This is an optimization exercise on Yosys and OpenROAD, whose aim is small area, a short achievable clock period and few clock cycles per item, not a production implementation.
Function was checked by simulation only, so behaviour that the tests miss may differ from the original.
Power figures rest on the tool's default switching activity, not on a simulated workload.

== the baseline ==
Design page_buffer_lru_replacement, start of the top module:
module page_buffer_lru_replacement
(
    input  logic                  clk,
    input  logic                  rst_n,
    input  logic                  psel,
    input  logic                  penable,
    input  logic                  pwrite,
    input  logic [APB_ADDR_W-1:0] paddr,
    input  logic [APB_DATA_W-1:0] pwdata,
    output logic [APB_DATA_W-1:0] prdata,
    output logic                  pready,
    input  logic                  in_valid,
    output logic                  in_ready,
    input  logic [CMD_W-1:0]      in_cmd,
    input  logic [PAGE_W-1:0]     in_page_id,
    output logic                  out_valid,
    input  logic                  out_ready,
    output logic                  out_hit,
    output logic [SLOT_FIELD_W-1:0] out_slot,
    output logic [PAGE_W-1:0]     out_page_number,
    output logic                  out_writeback_valid,
    output logic [PAGE_W-1:0]     out_writeback_page,
    output logic                  out_last
);
  ...
==> flow/config.mk <==
export PLATFORM = sky130hd
export DESIGN_NAME = page_buffer_lru_replacement
export DESIGN_NICKNAME = page_buffer_lru_replacement
export VERILOG_FILES = /design/flow/design.v
export SDC_FILE = /design/flow/constraint.sdc
export NUM_CORES = 4
export LEC_CHECK = 0
export CAP_MARGIN = 20
export CORE_MARGIN = 2
export CORE_UTILIZATION = 40
export PLACE_DENSITY = 0.6
export SLEW_MARGIN = 20
==> flow/constraint.sdc <==
create_clock -name core_clock -period 11.0 [get_ports {clk}]
set_input_delay 2.2000 -clock core_clock [delete_from_list [all_inputs] [get_ports {clk}]]
set_output_delay 2.2000 -clock core_clock [all_outputs]
set_load 0.01 [all_outputs]
standard.sh (not shown) runs the stock make flow with config.mk's settings and CLKGATE_MAP_FILE= SYNTH_SCRIPT=/design/flow/synth_recipe.tcl, a recipe that flattens the netlist after the stock synthesis.
==> flow/flow/run.sh <==
#!/bin/bash
# The standard layout (standard.sh), with a few extra ORFS settings read
# from flow/knobs.txt, one NAME=value per line: the resizer's setup repair
# aims for extra slack and the port buffers use a plain buffer cell. The
# clock, constraints and synthesis are the standard flow's own, unchanged.
set -euo pipefail
args=()
while IFS= read -r line; do
  [[ -n "$line" ]] && args+=("$line")
done < "$(dirname "$0")/knobs.txt"
bash standard.sh "${args[@]}" finish > flow_make.log 2>&1
==> flow/flow/knobs.txt <==
SETUP_SLACK_MARGIN=7.8
BUFFER_PORTS_ARGS=-buffer_cell sky130_fd_sc_hd__buf_2
Testbench counts of the baseline, summed over its fixed seeds: cycles 23,954, items 20,000.
--- input diff the baseline..the candidate ---
==> flow/flow/knobs.txt <==
SETUP_SLACK_MARGIN=7.5
BUFFER_PORTS_ARGS=-buffer_cell sky130_fd_sc_hd__buf_2
[summary]
Post-detailed-routing wire length: the candidate < the baseline. The baseline → the candidate: number of cells in the finished layout apart from fillers down about 1.1%; clock network power now sits lower. Taking the baseline as the reference, in the candidate endpoint arrival time on the critical path about even; final weighted congestion in routability-driven placement rose 0.0064. The core utilization in the candidate was lower than what the baseline gave.

---

page_buffer_lru_replacement, a different RTL version from the one above (not shown whole).
Size in the first run: about 3400 cells after synthesis, ~590 flip-flops, about 130 I/O pins, ~29000 um^2 of cells after synthesis.
export LEC_CHECK = 0
export ABC_AREA = 1
export CAP_MARGIN = 20
export CORE_MARGIN = 2
export CORE_UTILIZATION = 40
export CTS_CLUSTER_DIAMETER = 80
export CTS_CLUSTER_SIZE = 26
export PLACE_DENSITY = 0.6
export SLEW_MARGIN = 20
create_clock -name core_clock -period 11.0 [get_ports {clk}]
==> flow/flow/knobs.txt <==
SETUP_SLACK_MARGIN=7.62
BUFFER_PORTS_ARGS=-buffer_cell sky130_fd_sc_hd__buf_2
Scripts as last shown in full above: flow/flow/run.sh
Testbench counts at the start, summed over its fixed seeds: cycles 23,954, items 20,000.
Then changed:
==> flow/flow/knobs.txt (replaced) <==
SETUP_SLACK_MARGIN=7.75
BUFFER_PORTS_ARGS=-buffer_cell sky130_fd_sc_hd__buf_2
--- a/flow/config.mk
+++ b/flow/config.mk
@@ -7,3 +7,2 @@
 export LEC_CHECK = 0
-export ABC_AREA = 1
 export CAP_MARGIN = 20
Effect:
- The new run completed with no timing, DRC or antenna violations
- core utilization increases by 0.51 points
- design area decreases by 3.3%
- routed wire length decreases by 16%
- count of clock-buffer cells in the layout stays the same
- power decreases by 10%
- global-route usage decreases by 3.5 points
- first-iteration DRC count decreases by 23%
- via count decreases by 18%
- critical path depth does not change
Then changed:
==> flow/flow/knobs.txt (replaced) <==
SETUP_SLACK_MARGIN=7.62
BUFFER_PORTS_ARGS=-buffer_cell sky130_fd_sc_hd__buf_2
--- a/flow/config.mk
+++ b/flow/config.mk
@@ -10,4 +10,2 @@
 export CORE_UTILIZATION = 40
-export CTS_CLUSTER_DIAMETER = 80
-export CTS_CLUSTER_SIZE = 26
 export PLACE_DENSITY = 0.6
Effect: The changed run completed without violations; final area climbs by 2.4%; global-route usage rises by 0.64 points; cell count climbs by 1.6%; wire length rises by 1.4%; first-iteration DRC count barely changes; total power grows by 8.3%; clock skew came out lower by 0.013 ns; combinational power went down by about 3%; sequential cell count is unchanged; clock power is higher by 52%; via count increases by 0.83%.

---

Starting RTL as in the previous note.
==> flow/config.mk <==
export PLATFORM = sky130hd
export DESIGN_NAME = page_buffer_lru_replacement
export DESIGN_NICKNAME = page_buffer_lru_replacement
export VERILOG_FILES = /design/flow/design.v
export SDC_FILE = /design/flow/constraint.sdc
export NUM_CORES = 4
export LEC_CHECK = 0
export CAP_MARGIN = 20
export CORE_MARGIN = 2
export CORE_UTILIZATION = 40
export CTS_CLUSTER_DIAMETER = 80
export CTS_CLUSTER_SIZE = 26
export PLACE_DENSITY = 0.85
export SLEW_MARGIN = 20
==> flow/constraint.sdc <==
create_clock -name core_clock -period 11.0 [get_ports {clk}]
set_input_delay 2.2000 -clock core_clock [delete_from_list [all_inputs] [get_ports {clk}]]
set_output_delay 2.2000 -clock core_clock [all_outputs]
set_load 0.01 [all_outputs]
==> flow/flow/knobs.txt <==
SETUP_SLACK_MARGIN=7.62
BUFFER_PORTS_ARGS=-buffer_cell sky130_fd_sc_hd__buf_2
Scripts as last shown in full above: flow/flow/run.sh
Testbench counts at the start, summed over its fixed seeds: cycles 23,954, items 20,000.
Then changed:
Settings changed: PLACE_DENSITY 0.85 to 0.6.
=> Synthesized cell count does not change. Via count came out lower slightly. Routed wire length came out higher by a little under a tenth. Sequential share of layout area came out lower by 0.43 points. Power came out higher by a few percent. Flip-flop and latch count is unchanged. Global-route usage came out higher by 2.5 points. Cell count came out higher slightly.
Then changed:
==> flow/flow/knobs.txt (replaced) <==
SETUP_SLACK_MARGIN=7.7
BUFFER_PORTS_ARGS=-buffer_cell sky130_fd_sc_hd__buf_2
Settings changed: PLACE_DENSITY 0.6 to 0.75.
The changed run finished clean.
Hold slack is about the same.
Total power hardly moves.
Utilization rose by 0.34 points.
Sequential power rises by about 2%.
Setup slack gets better by 0.047 ns.
Sequential share of layout area drops by 0.40 points.
Then changed:
==> flow/flow/knobs.txt (replaced) <==
SETUP_SLACK_MARGIN=7.62
BUFFER_PORTS_ARGS=-buffer_cell sky130_fd_sc_hd__buf_2
Result:
- non-clock buffer count falls by 12
- die area stays the same
- sequential power falls by about 3%
- clock skew is about the same
- core utilization falls by 0.43 points

==> port drivers added, routing unchanged <==
The flow's constraints put no driver on any port. The routed layouts listed below were extracted and timed again, unchanged, in two steps. Step 1: set_driving_cell puts a clkbuf_16 on clk and a buf_2 on each other input, an assumption about the parent block. Step 2 adds t to the input delays and takes it off the output delays; t is the mean of the earliest and latest rising clock arrival at the registers after step 1. Input paths then give back, and output paths get back, about the clock's delay inside the block. Three values: no drivers, after step 1, after step 2; two values: the first two.
run	t, ns	setup slack, ns	worst setup path at the end	worst register clock-pin slew, ns	worst data-port slew with drivers (ns)
the baseline	0.691	7.432 / 7.366 / 7.153	input to register	0.07 / 0.07	0.04
the candidate	0.688	7.436 / 7.371 / 6.879	input to register	0.06 / 0.06	0.04
the first run of note 2	0.671	7.461 / 7.397 / 7.079	input to register	0.11 / 0.11	0.07
the second run of note 2	0.646	7.539 / 7.475 / 7.131	input to register	0.11 / 0.11	0.04
the third run of note 2	0.688	7.502 / 7.437 / 7.007	input to register	0.07 / 0.07	0.04
the first run of note 3	0.722	7.551 / 7.481 / 6.998	input to register	0.11 / 0.11	0.05
the second run of note 3	0.649	7.519 / 7.450 / 7.018	input to register	0.11 / 0.11	0.03
the third run of note 3	0.649	7.566 / 7.498 / 7.087	input to register	0.11 / 0.11	0.04
the fourth run of note 3	0.645	7.647 / 7.584 / 7.050	input to register	0.11 / 0.11	0.06
After both steps every run listed still meets setup and hold. The setup slack of the fourth run of note 3, which loses most, moves by -0.063 ns with the drivers and by -0.597 ns with both steps.
